What follows belongs to an exercise in optimizing a design on an open flow for small area; a production flow would make more cautious choices.
No run shown here included a check of the RTL's function; only the layout flow was run.

==> flow/design.v, too long to show whole: its modules and the start of the top module <==
// module pdm_capture_pipeline: 1940 lines
// module fa_cell: 10 lines
module pdm_capture_pipeline #(
  parameter int CHANNELS   = 4,
  parameter int CIC_ORDER  = 3,
  parameter int CIC_DELAY  = 1,
  parameter int ACC_WIDTH  = 32,
  parameter int PCM_WIDTH  = 16,
  parameter int FIFO_DEPTH = 8,
  localparam int CH_W  = (CHANNELS > 1) ? $clog2(CHANNELS) : 1,
  localparam int CNT_W = $clog2(FIFO_DEPTH) + 1
) (
  input  logic                 clk_i,
  input  logic                 rst_n_i,
  input  logic                 clk_en_i,
  input  logic                 pdm_i,
  input  logic                 pdm_valid_i,
  input  logic [CH_W-1:0]      pdm_channel_i,
  input  logic [6:0]           decimation_i,
  input  logic [4:0]           norm_shift_i,
  input  logic [15:0]          gain_i,
  output logic [PCM_WIDTH-1:0] pcm_o,
  output logic [CH_W-1:0]      pcm_channel_o,
  output logic                 pcm_valid_o,
  input  logic                 pcm_ready_i,
  output logic [CNT_W-1:0]     fifo_count_o,
  output logic                 overflow_o,
  input  logic                 clear_overflow_i
);
  // ...
==> flow/run.sh <==
#!/bin/bash
# synth_recipe.tcl (not shown) runs the flow's synth.tcl, then flattens the netlist and writes it again
# the make line also repeats each setting of config.mk as NAME=value (left out here)
make -C /OpenROAD-flow-scripts/flow DESIGN_CONFIG=/design/flow/config.mk WORK_HOME=/design/flow/orfs CLKGATE_MAP_FILE= SYNTH_SCRIPT=/design/flow/synth_recipe.tcl finish
==> flow/config.mk <==
export PLATFORM = sky130hd
export DESIGN_NAME = pdm_capture_pipeline
export DESIGN_NICKNAME = pdm_capture_pipeline
export VERILOG_FILES = /design/flow/design.v
export SDC_FILE = /design/flow/constraint.sdc
export NUM_CORES = 4
export LEC_CHECK = 0
export ABC_AREA = 1
export CAP_MARGIN = 20
export CORE_MARGIN = 2
export CORE_UTILIZATION = 40
export CTS_BUF_LIST = sky130_fd_sc_hd__clkbuf_8
export CTS_CLUSTER_DIAMETER = 60
export CTS_CLUSTER_SIZE = 16
export SLEW_MARGIN = 20
export SYNTH_HIERARCHICAL = 1
export SYNTH_MINIMUM_KEEP_SIZE = 0
==> flow/constraint.sdc <==
create_clock -name core_clock -period 11.0 [get_ports {clk_i}]
set_input_delay 2.2000 -clock core_clock [delete_from_list [all_inputs] [get_ports {clk_i}]]
set_output_delay 2.2000 -clock core_clock [all_outputs]
set_load 0.01 [all_outputs]
==> summary.md, run 1 <==
| Metric | Value |
|---|---|
| Later-pin clock latency in the skew report | 0.65 ns |
| Number of pins exceeding their max-slew limit in the final report | 0 |
| Critical Path Stages | 33 |
| Cell row count | 102 |
| Number of buffers inserted to repair setup after CTS | 0 |
| Type of element capturing the critical path | flip-flop |
| Violation count after the first detailed-route iteration | 1,443 |
| H-tree lvl count | 2 |
| Vertical die dimension | 282 um |
| Detailed Routing Iterations Pass 1 | 6 |
| Sequential standard cell area | 14,900 um2 |
| Number of multi-input logic gates | 1,891 |
| First-pass GRT wire length | 117,000 um |
| Width of the die | 282 um |
| Most common cell type on the critical path | sky130_fd_sc_hd__fa_1 |
| Area of the placeable core | 77,100 um2 |
| Last element of the critical path | r_p1[3][21] |
| Initial core utilization | 0.402 |
| Met1 usage | 0.252 |
| Distinct cell type count of the synthesized netlist | 55 |
| Largest clock skew in the final design | 0.0356 ns |
| Status | finished clean |
| Combinational family with the most area after synthesis | adder cells |
| Top Family by Delay on Critical Path | adder cells |
| Nets | 3,164 |
| Final weighted congestion of routability-driven global placement | 0.893 |
| Count of input and output buffers | 60 |
| Layout-stage area growth over the synthesis result | 7.95% |
| GR Overflow Total | 0 |
| Cell count of the worst reg-to-reg path | 33 |
| Leading area contributor after synthesis | sky130_fd_sc_hd__edfxtp_1 |
| Clock buf/inv share | 0.0245 |
| Number of gates given a new drive strength after cts | 0 |
| Count of flip-flops with a built-in enable after synthesis | 428 |
| Terminus of the critical flop-to-flop path | r_p1[3][21] |
| Cell group occupying the most layout area | sequential cells |
| Standard cell area after detailed placement | 32,600 um2 |
==> run 2: changes to the inputs <==
--- a/flow/config.mk
+++ b/flow/config.mk
@@ -6,12 +6,12 @@
 export NUM_CORES = 4
 export LEC_CHECK = 0
 export ABC_AREA = 1
-export CAP_MARGIN = 20
+export CAP_MARGIN = 5
 export CORE_MARGIN = 2
-export CORE_UTILIZATION = 40
+export CORE_UTILIZATION = 60
 export CTS_BUF_LIST = sky130_fd_sc_hd__clkbuf_8
 export CTS_CLUSTER_DIAMETER = 60
 export CTS_CLUSTER_SIZE = 16
-export SLEW_MARGIN = 20
+export SLEW_MARGIN = 5
 export SYNTH_HIERARCHICAL = 1
 export SYNTH_MINIMUM_KEEP_SIZE = 0
==> run 2 against run 1 <==
Net effect:
- via count about the same
- still clean
- wire length decreased by 2.2%
- synthesized area unchanged
- count of clock-buffer cells in the layout increased by 1
- setup slack got worse by 0.00090 ns
- fmax about the same
- first-iteration DRC count increased by 24%
- sequential share of layout area increased by 0.54 points
==> summary.md, run 2 <==
| Metric | Value |
|---|---|
| Status | finished clean |
| Total number of vias | 20,429 |
| Total routed wirelength | 72,400 um |
| Most used routing layer | met2 |
| Average wire per cell in the routed design | 20.6 um |
| Detailed Routing Iterations Pass 1 | 8 (+2) |
| Cell total after placement | 3,438 |
| Period utilization | 0.956 |
| Unrepaired setup endpoints after global routing | no |
| Netlist Area Pre-Place | 31,000 um2 |
| Maximum number of pins on one net before global-route repair | 75 |
| Synth Flop Type | sky130_fd_sc_hd__edfxtp_1 |
| Hold buffers post-CTS | 0 |
| Overall die area | 53,400 um2 |
| Overall track demand over capacity in global routing | 0.277 |
| Vias per Instance | 5.81 |
| Count of warnings emitted by yosys | 11 |
| Width of the die | 231 um (-18%) |
| Crit path launch | r_na[1] |
| Met3 Usage GRT | 0.0383 |
| Worst setup path category | flip-flop to flip-flop |
| Clock buffers created by TritonCTS | 44 |
| Commonest cells after routing, fill and taps aside | sky130_fd_sc_hd__nand2_1 (625), sky130_fd_sc_hd__edfxtp_1 (428), sky130_fd_sc_hd__fa_1 (239) |
| Hold crit path type | flip-flop to flip-flop |
| Fill cells | 3,993 |
| Final setup margin | 0.487 ns |
| Critical path arrival | 10.90 ns |
| Sort of element at the start of the critical path | flip-flop |
| Syn avg cell area | 11.0 um2 |
| Routing usage on met2 | 0.477 |
| Setup slack at placement | 0.387 ns |
| H-tree lvl count | 2 (unchanged) |
| Number of pins exceeding their max-slew limit in the final report | 0 (unchanged) |
| Area of the placeable core | 51,200 um2 (-34%) |
| GR Overflow Total | 0 (unchanged) |
| Fraction of the yosys area taken by sequential cells | 0.480 |
| Initial antenna violation count | 2 |
| Clock slew at the register clock pins of the worst setup and hold paths | 0.10 ns |
| Total I/O pin count | 61 |
| First-pass GRT wire length | 115,000 um (-2.3%) |
| Post-synth top cells | sky130_fd_sc_hd__nand2_1 (625), sky130_fd_sc_hd__edfxtp_1 (428), sky130_fd_sc_hd__fa_1 (239), sky130_fd_sc_hd__inv_1 (214), sky130_fd_sc_hd__xor2_1 (195) |
| Final Hold Slack | 0.315 ns |
| Critical hold path startpoint | r_s3_ch[0] |
| Nets | 3,163 (-0.032%) |
| Number of flip-flops in the largest register | 128 |
| Worst EP required | 11.39 ns |
| Worst slew margin relative to its limit | 0.300 |
| Cell with the most instances after synthesis | sky130_fd_sc_hd__nand2_1 |
| Area of the multi-input gates | 14,500 um2 |
| Max frequency | 95.1 MHz |
| Root cell of the clock tree | sky130_fd_sc_hd__clkbuf_8 |
| Largest clock skew in the final design | 0.0441 ns (+0.00855 ns) |
| Met1 usage | 0.359 (+0.107) |
| Number of DRC violations after detailed routing | 0 |
| Gate Count Post-Synth | 2,803 |
| Cell row count | 83 (-19%) |
| Final core utilization | 0.645 |
| FF+latch count, synth | 523 |
| Count of flip-flops with a built-in enable after synthesis | 428 (unchanged) |
| TritonCTS clock tree | yes |
| Final weighted congestion of routability-driven global placement | 0.895 (+0.22%) |
| Max-capacitance violation count | 0 |
| Number of non-filler instances in the completed layout | 3,518 |
| Antenna Violating Nets Remaining | 0 |
| CTS Sinks | 523 |
| Worst-margin pin slew | 1.05 ns |
| Final hold violation count | 0 |
| Post-layout instance area | 33,000 um2 |
| Most common cell type on the critical path | sky130_fd_sc_hd__fa_1 |
| Proportion of layout cells with a drive suffix above 1 | 0.0617 |
| Leading area contributor after synthesis | sky130_fd_sc_hd__edfxtp_1 |
| Total nets after synthesis | 3,162 |
| Leading cell types by total area after synthesis | sky130_fd_sc_hd__edfxtp_1 (42%), sky130_fd_sc_hd__fa_1 (15%), sky130_fd_sc_hd__nand2_1 (7.6%) |
| Standard cell area after detailed placement | 32,100 um2 (-1.4%) |
| Vias in the first global route | 20,672 |
| Final total negative setup slack | 0 ns |
| Initial core utilization | 0.605 (+0.203) |
| Count of input and output buffers | 60 (unchanged) |
| Largest stage delay on the critical path | 0.54 ns |
| Maximum number of buffers from clock root to sink | 3 |
| Commonest non-fill, non-tap cell in the layout | sky130_fd_sc_hd__nand2_1 |
| Sequential standard cell area | 14,900 um2 (about the same) |
| Top-area cell type share of the netlist area | 0.415 |
| Number of buffers inserted to repair setup after CTS | 0 (unchanged) |
| Violation count after the first detailed-route iteration | 1,793 (+24%) |
| Master of the slowest instance on the critical path | sky130_fd_sc_hd__fa_1 |
| Synth async-reset ratio | 0.0382 |
| Half-perimeter wire length of the detailed placement result | 49,600 um |
| Post-layout min period | 10.51 ns |
| R2r startpoint | r_na[1] |
| Setup-failing EPs final | 0 |
| Vertical die dimension | 231 um (-18%) |
| Crit Path Max Fanout | 9 |
| Distinct cell type count of the synthesized netlist | 55 (unchanged) |
| Later-pin clock latency in the skew report | 0.67 ns (+0.02 ns) |
| Type of element capturing the critical path | flip-flop |
| Number of gates given a new drive strength after cts | 0 (unchanged) |
| Layout-stage area growth over the synthesis result | 6.65% |
[run 2: cell counts after synthesis]
Identical to the previous run, type by type.
[run 2: layout make-up]
cell class,count,share of cell area
antenna,1,0.0000758
clock buffer,45,0.0188
clock inverter,34,0.00830
inverter,233,0.0265
multi-input combinational,1891,0.440
sequential,523,0.451
tap,680,0.0258
timing repair buffer,111,0.0298
[run 2: cell families after synthesis]
kind of cell    Yosys count  share of synthesized area
fa+ha+maj               322                      0.188
simple gates            868                      0.115
mux                       8                    0.00259
flops                   523                      0.480
compound gates          467                     0.0991
buf+inv                 389                     0.0511
xor+xnor                226                     0.0647
[run 2: Yosys stat by module (local to each module, per instance)]
module	cells	area, um2	copies in the design	flip-flops and latches
fa_cell	1	20.0	237	0
pdm_capture_pipeline	2566	26200	1	523
[run 2: final timing paths]
check | end | cells past startpoint | slack [ns]
min reg2reg | r_s4_ch[0] | 0 | 0.32
min in group asynchronous | r_s4_valid | 1 | 2.11
max reg2reg | r_p1[1][21] | 30 | 0.49
max | r_p1[1][21] | 30 | 0.49
max in group asynchronous | r_in_sel[0] | 1 | 8.14
min | r_s4_ch[0] | 0 | 0.32
[run 2: critical path: cells and delay by family, from the launching register on]
family | cells | cell delay [ns]
flops | 1 | 0.49
fa+ha+maj | 23 | 8.88
mux | 1 | 0.20
simple gates | 3 | 0.47
buf+inv | 2 | 0.09
xor+xnor | 1 | 0.12
[run 2: layer usage]
layer  part of all wire  vias up  wire, um
li1                   -     9548         -
met1               0.40    10163     28900
met2               0.51      593     36800
met3              0.056      125      4070
met4              0.037        0      2660
met5                  0        -         0
==> run 3: changes to the inputs <==
==> flow/config.mk (replaced) <==
export PLATFORM = sky130hd
export DESIGN_NAME = pdm_capture_pipeline
export DESIGN_NICKNAME = pdm_capture_pipeline
export VERILOG_FILES = /design/flow/design.v
export SDC_FILE = /design/flow/constraint.sdc
export NUM_CORES = 4
export LEC_CHECK = 0
export ABC_AREA = 1
export CAP_MARGIN = 20
export CORE_MARGIN = 2
export CORE_UTILIZATION = 40
export CTS_BUF_LIST = sky130_fd_sc_hd__clkbuf_16
export CTS_CLUSTER_DIAMETER = 100
export CTS_CLUSTER_SIZE = 30
export SLEW_MARGIN = 20
export SYNTH_HIERARCHICAL = 1
export SYNTH_MINIMUM_KEEP_SIZE = 0
==> run 3 against run 2 <==
Net effect:
- critical path depth rose by 2
- flip-flop and latch count did not move
- core utilization fell by 21 points
- sequential share of layout area fell by 0.51 points
==> summary.md, run 3 <==
| Metric | Value |
|---|---|
| Max-capacitance violation count | 0 (unchanged) |
| Final core utilization | 0.433 (-0.212) |
| Number of stages on the worst hold path | 0 (unchanged) |
| Overall track demand over capacity in global routing | 0.186 (-0.0914) |
| Buffers and inverters on the worst path | 4 (+2) |
| Setup slack at placement | 0.434 ns (+0.0462 ns) |
| Root cell of the clock tree | sky130_fd_sc_hd__clkbuf_16 |
| Count of input and output buffers | 60 (unchanged) |
| Cell count of the worst reg-to-reg path | 32 (+6.7%) |
| Distinct cell type count of the synthesized netlist | 55 (unchanged) |
| Maximum number of pins on one net before global-route repair | 75 (unchanged) |
| Crit Path Max Fanout | 9 (unchanged) |
| Final total negative setup slack | 0 ns (unchanged) |
| Number of DRC violations after detailed routing | 0 (unchanged) |
| Final setup margin | 0.428 ns (-0.0586 ns) |
| Top Family by Delay on Critical Path | adder cells |
| Period utilization | 0.961 (+0.00532) |
| Crit path launch | r_na[1] |
| Hold buffers post-CTS | 0 (unchanged) |
| Top-area cell type share of the netlist area | 0.415 (unchanged) |
| FF+latch count, synth | 523 (unchanged) |
| Commonest cells after routing, fill and taps aside | sky130_fd_sc_hd__nand2_1 (625), sky130_fd_sc_hd__edfxtp_1 (428), sky130_fd_sc_hd__fa_1 (239) |
| Final hold violation count | 0 (unchanged) |
| Number of buffers inserted to repair setup after CTS | 0 (unchanged) |
| Leading area contributor after synthesis | sky130_fd_sc_hd__edfxtp_1 |
| Terminus of the critical flop-to-flop path | r_p1[2][21] |
| Worst slew margin relative to its limit | 0.348 (+0.0480) |
| Hold crit path type | flip-flop to flip-flop |
| Worst setup path category | flip-flop to flip-flop |
| Average wire per cell in the routed design | 19.1 um (-7.2%) |
| Initial antenna violation count | 0 (-2) |
| Fraction of the yosys area taken by sequential cells | 0.480 (unchanged) |
| Maximum number of buffers from clock root to sink | 3 (unchanged) |
| Largest stage delay on the critical path | 0.57 ns (+0.03 ns) |
| Netlist Area Pre-Place | 31,000 um2 (unchanged) |
| Type of element capturing the critical path | flip-flop |
| Status | finished clean |
| Antenna diode count | 0 (-1) |
| Clock buffers created by TritonCTS | 24 (-45%) |
| Critical hold path startpoint | r_s3_ch[1] |
| TritonCTS clock tree | yes |
| Setup slack of the worst register-to-register path | 0.43 ns (-0.06 ns) |
| Worst-margin pin slew | 0.979 ns (-0.0687 ns) |
| GR Overflow Total | 0 (unchanged) |
| Half-perimeter wire length of the detailed placement result | 50,800 um (+2.4%) |
| Critical path arrival | 10.89 ns (about the same) |
| Setup-failing EPs final | 0 (unchanged) |
| Vias per Instance | 5.28 (-9.1%) |
| Count of warnings emitted by yosys | 11 (unchanged) |
| Later-pin clock latency in the skew report | 0.59 ns (-0.08 ns) |
| Number of pins exceeding their max-slew limit in the final report | 0 (unchanged) |
| Number of non-filler instances in the completed layout | 3,845 (+9.3%) |
| Final weighted congestion of routability-driven global placement | 0.893 (-0.22%) |
| Layout-stage area growth over the synthesis result | 7.88% |
| CTS Sinks | 523 (unchanged) |
| Proportion of layout cells with a drive suffix above 1 | 0.0549 (-0.00678) |
| Master of the slowest instance on the critical path | sky130_fd_sc_hd__fa_1 |
| Clock slew at the register clock pins of the worst setup and hold paths | 0.11 ns (about the same) |
| Worst Hold Endpoint | r_s4_ch[1] |
| Cell total after placement | 3,801 (+11%) |
| Vertical die dimension | 282 um (+22%) |
| Nets | 3,146 (-0.54%) |
| Total I/O pin count | 61 (unchanged) |
| First-pass GRT wire length | 117,000 um (+1.6%) |
| Total number of vias | 20,303 (-0.62%) |
| H-tree lvl count | 1 (-1) |
| Synth Flop Type | sky130_fd_sc_hd__edfxtp_1 |
| Largest clock skew in the final design | 0.0269 ns (-0.0172 ns) |
| Syn avg cell area | 11.0 um2 (unchanged) |
| Area of the placeable core | 77,100 um2 (+51%) |
| Total routed wirelength | 73,400 um (+1.4%) |
| Antenna Violating Nets Remaining | 0 (unchanged) |
| Width of the die | 282 um (+22%) |
| Gate Count Post-Synth | 2,803 (unchanged) |
| Count of flip-flops with a built-in enable after synthesis | 428 (unchanged) |
| Cell with the most instances after synthesis | sky130_fd_sc_hd__nand2_1 |
| Cell row count | 102 (+23%) |
| Post-layout min period | 10.57 ns (+0.0586 ns) |
| Leading cell types by total area after synthesis | sky130_fd_sc_hd__edfxtp_1 (42%), sky130_fd_sc_hd__fa_1 (15%), sky130_fd_sc_hd__nand2_1 (7.6%) |
| Synth async-reset ratio | 0.0382 (unchanged) |
| Violation count after the first detailed-route iteration | 1,564 (-13%) |
| Post-synth top cells | sky130_fd_sc_hd__nand2_1 (625), sky130_fd_sc_hd__edfxtp_1 (428), sky130_fd_sc_hd__fa_1 (239), sky130_fd_sc_hd__inv_1 (214), sky130_fd_sc_hd__xor2_1 (195) |
| Sort of element at the start of the critical path | flip-flop |
| Number of flip-flops in the largest register | 128 (unchanged) |
| Unrepaired setup endpoints after global routing | no |
| Number of gates given a new drive strength after cts | 0 (unchanged) |
| Worst EP required | 11.32 ns (-0.07 ns) |
| Fill cells | 7,280 (+82%) |
| Final Hold Slack | 0.339 ns (+0.0239 ns) |
| Most common cell type on the critical path | sky130_fd_sc_hd__fa_1 |
| Commonest non-fill, non-tap cell in the layout | sky130_fd_sc_hd__nand2_1 |
| Initial core utilization | 0.402 (-0.203) |
| R2r startpoint | r_na[1] |
| Overall die area | 79,600 um2 (+49%) |
| Vias in the first global route | 20,764 (+0.45%) |
| Total nets after synthesis | 3,162 (unchanged) |
| Max frequency | 94.6 MHz (-0.55%) |
| Detailed Routing Iterations Pass 1 | 5 (-3) |
==> run 3: area by class of cell <==
type	instances	area (um2)	share of cell area
clock inverter	18	150	0.00450
timing repair buffer	114	1000	0.0300
multi-input combinational	1891	14500	0.435
inverter	233	875	0.0262
tap	1040	1300	0.0390
sequential	523	14900	0.445
clock buffer	26	651	0.0195
==> run 3: per-layer routing <==
metal / up-vias / global-route usage / routed length (um) / share of wire
met4: 0 / 0.0360 / 1500 / 0.020
met1: 10193 / 0.251 / 32300 / 0.44
met3: 92 / 0.0169 / 2910 / 0.040
met2: 507 / 0.327 / 36700 / 0.50
li1: 9511 / - / - / -
met5: - / 0 / 0 / 0
==> run 3: worst max path at each step <==
stage | endpoint | slack [ns] | cells past startpoint
2_1_floorplan | r_p1[0][21] | 0.94 | 30
3_3_place_gp | r_p1[2][21] | 0.60 | 24
3_5_place_dp | r_p1[2][21] | 0.43 | 25
4_1_cts | r_p1[2][21] | 0.45 | 32
5_1_grt | r_p1[0][21] | 0.02 | 33
6_report | r_p1[2][21] | 0.43 | 32
==> run 3: cells by family after synthesis <==
group / after synthesis / synth area share
DFF: 523 / 0.480
buffers and inverters: 389 / 0.0511
muxes: 8 / 0.00259
xor gates and xnor gates: 226 / 0.0647
adders and majority gates: 322 / 0.188
AOI/OAI and AO/OA: 467 / 0.0991
and+or+nand+nor: 868 / 0.115
==> run 3: metrics by stage <==
stage / instance area [um2]
2_1_floorplan: 31000
3_3_place_gp: 32600
3_5_place_dp: 32600
4_1_cts: 33400
5_1_grt: 33400
6_report: 33400
==> run 3: modules after synthesis, one instance, submodules excluded <==
module,cells inside,area [um2],flops+latches,times used
pdm_capture_pipeline,2566,26200,523,1
fa_cell,1,20.0,0,237

[re-timing with driven ports]
No port has a modelled driver above. Below, the same layouts with a new extraction and two added sets of constraints.
Step 1 (the two cells are an assumption about what drives the block):
set clk [get_ports {clk_i}]
set_driving_cell -lib_cell sky130_fd_sc_hd__clkbuf_16 $clk
set_driving_cell -lib_cell sky130_fd_sc_hd__buf_2 [delete_from_list [all_inputs] $clk]
Step 2, shift: input delay + t, output delay - t, t = (earliest + latest rising clock arrival at the registers) / 2. This alone moves slack from input paths to output paths.
Three values: ideal ports, drivers, drivers and shift; two values: the first two.
run | shift t [ns] | setup WS [ns] | worst slew at a driven data input, ns
run 1 | 0.684 | 0.488 / 0.488 / 0.366 | 0.08
run 2 | 0.704 | 0.487 / 0.487 / 0.414 | 0.19
run 3 | 0.630 | 0.428 / 0.428 / 0.382 | 0.07
After both steps setup and hold are still met in every run listed. For run 1, which loses most, drivers alone change the setup slack by 0.000 ns; drivers and shift together by -0.122 ns.
